Background: an optimization exercise with open tools, aiming at small area, a short achievable clock period and few clock cycles per item. Do not read the settings as production practice. In this exercise RTL edits were held to simulation tests only and were not proved equivalent to the original. Power is estimated from default activity; no workload was simulated.

==> flow/design.v (excerpt) <==
module mult_16x16 (
  input  logic        clk,
  input  logic        rst_n,
  input  logic        in_valid,
  output logic        in_ready,
  input  logic [15:0] in_a,
  input  logic [15:0] in_b,
  output logic        out_valid,
  input  logic        out_ready,
  output logic [31:0] out_product
);
  logic [2:0] v;
  logic [2:0] ld;
  assign ld[2] = !v[2] || out_ready;
  assign ld[1] = !v[1] || ld[2];
  assign ld[0] = !v[0] || ld[1];
  assign in_ready  = ld[0];
  assign out_valid = v[2];
  always_ff @(posedge clk) begin
    if (!rst_n) begin
      v <= '0;
    end else begin
      if (ld[0]) v[0] <= in_valid;
      if (ld[1]) v[1] <= v[0];
      if (ld[2]) v[2] <= v[1];
    end
  end
  logic xa1;
  logic xa2;
  logic xa3;
  logic xa4;
  logic xa5;
  logic xa6;
  logic xa7;
  logic xa8;
  logic xa9;
  logic xa10;
  logic xa11;
  logic xa12;
  logic xa13;
  logic xa14;
  logic xa15;
  logic xa16;
  logic xb17;
  logic xb18;
  logic xb19;
  logic xb20;
  logic xb21;
  logic xb22;
  logic xb23;
  logic xb24;
  logic xb25;
  logic xb26;
  logic xb27;
  logic xb28;
  logic xb29;
  logic xb30;
  logic xb31;
  logic xb32;
  logic pp33;
  logic pp34;
  logic pp35;
  logic pp36;
  logic pp37;
  logic pp38;
  logic pp39;
  logic pp40;
  logic pp41;
  logic pp42;
  logic pp43;
  logic pp44;
  logic pp45;
  logic pp46;
  logic pp47;
  logic pp48;
  logic pp49;
  logic pp50;
  logic pp51;
  logic pp52;
  logic pp53;
  logic pp54;
  logic pp55;
  logic pp56;
  logic pp57;
  logic pp58;
  logic pp59;
  logic pp60;
  logic pp61;
  logic pp62;
  logic pp63;
  logic pp64;
  logic pp65;
  logic pp66;
  logic pp67;
  logic pp68;
  logic pp69;
  logic pp70;
  logic pp71;
  logic pp72;
  logic pp73;
  logic pp74;
  logic pp75;
  logic pp76;
  logic pp77;
  logic pp78;
  logic pp79;
  logic pp80;
  logic pp81;
  logic pp82;
  logic pp83;
  logic pp84;
  logic pp85;
  logic pp86;
  logic pp87;
  logic pp88;
  logic pp89;
  logic pp90;
  logic pp91;
  logic pp92;
  ...
For scale: ~880 cells after synthesis, ~70 I/O pins.
export LEC_CHECK = 0
export CAP_MARGIN = 20
export CORE_MARGIN = 2
export CORE_UTILIZATION = 40
export CTS_BUF_LIST = sky130_fd_sc_hd__clkbuf_4 sky130_fd_sc_hd__clkbuf_8
export SETUP_SLACK_MARGIN = 1.6
export SLEW_MARGIN = 20
create_clock -name core_clock -period 4.0 [get_ports {clk}]
standard.sh (not shown) runs the stock make flow with config.mk's settings and CLKGATE_MAP_FILE= SYNTH_SCRIPT=/design/flow/synth_recipe.tcl, a recipe that flattens the netlist after the stock synthesis.
==> flow/flow/run.sh <==
#!/bin/bash
# Own flow: the standard layout (standard.sh), with Yosys's synth run with -noabc so the
# pre-mapping "abc -fast" pass does not run before ORFS extracts full/half adders (it leaves
# the adders with inverted polarity and an inverter on most adder-to-adder nets). The rest of
# synthesis (-nofsm -noshare via synth_recipe.tcl, flatten, rename) and every later step are the
# standard ones. Each tool's output goes to a log file in the work folder.
set -euo pipefail
extra=()
if [[ -f flow/extra.mk ]]; then
  while read -r line; do [[ -n "$line" && "$line" != \#* ]] && extra+=("$line"); done < flow/extra.mk
fi
bash standard.sh SYNTH_ARGS=-noabc "${extra[@]}" finish > standard_flow.log 2>&1
The starting point went through all stages and came out clean.
Testbench counts at the start, summed over its fixed seeds: cycles 32,024, items 32,000.
Change:
--- a/flow/config.mk
+++ b/flow/config.mk
@@ -6,8 +6,8 @@
 export NUM_CORES = 4
 export LEC_CHECK = 0
-export CAP_MARGIN = 20
+export CAP_MARGIN = 0
 export CORE_MARGIN = 2
-export CORE_UTILIZATION = 40
+export CORE_UTILIZATION = 70
 export CTS_BUF_LIST = sky130_fd_sc_hd__clkbuf_4 sky130_fd_sc_hd__clkbuf_8
 export SETUP_SLACK_MARGIN = 1.6
-export SLEW_MARGIN = 20
+export SLEW_MARGIN = 0
Effect: Via count grows by 2.2%; critical path depth stays the same; total power grows by 1.5%; die area shrinks by 42%; cell area shrinks by 5.4%; clock power grows by about 10%.
Change:
==> flow/flow/extra.mk (new file) <==
BUFFER_PORTS_ARGS=-buffer_cell sky130_fd_sc_hd__buf_2
--- a/flow/config.mk
+++ b/flow/config.mk
@@ -6,8 +6,8 @@
 export NUM_CORES = 4
 export LEC_CHECK = 0
-export CAP_MARGIN = 0
+export CAP_MARGIN = 20
 export CORE_MARGIN = 2
 export CORE_UTILIZATION = 70
 export CTS_BUF_LIST = sky130_fd_sc_hd__clkbuf_4 sky130_fd_sc_hd__clkbuf_8
-export SETUP_SLACK_MARGIN = 1.6
-export SLEW_MARGIN = 0
+export SETUP_SLACK_MARGIN = 1.7
+export SLEW_MARGIN = 20
Outcome: The new run ran to the end with no violations. Wire length goes down slightly. Synthesized cell count stays the same. Flip-flop and latch count does not change. Sequential power stays flat. Final cell count falls slightly. Hold slack is better by 7.1 ps.

[separate check: timing with driven ports]
The results above use ideal ports. As a check the final layouts listed here were re-extracted and re-timed, cells and wires unchanged.
Step 1, drivers: a clkbuf_16 drives clk and a buf_2 each remaining input, both assumed.
Step 2 adds t to the input delays and takes it off the output delays; t is the mean of the earliest and latest rising clock arrival at the registers after step 1. Input paths then give back, and output paths get back, about the clock's delay inside the block.
Slacks: no drivers / after step 1 / after step 2; pairs: no drivers / after step 1.
| run | t, ns | setup WS [ns] | hold WS [ns] | clock arrival spread, ns | worst register clock-pin slew, ns |
|---|---|---|---|---|---|
| the first run | 0.514 | 1.496 / 1.496 / 1.091 | 0.427 / 0.427 / 0.427 | 0.020 / 0.021 | 0.11 / 0.11 |
| the second run | 0.497 | 1.479 / 1.479 / 1.075 | 0.420 / 0.420 / 0.420 | 0.017 / 0.017 | 0.11 / 0.11 |
| the third run | 0.500 | 1.443 / 1.443 / 1.182 | 0.427 / 0.427 / 0.427 | 0.023 / 0.023 | 0.12 / 0.12 |
After both steps setup and hold are still met in every run listed. For the first run, which loses most, drivers alone change the setup slack by 0.000 ns; drivers and shift together by -0.405 ns.
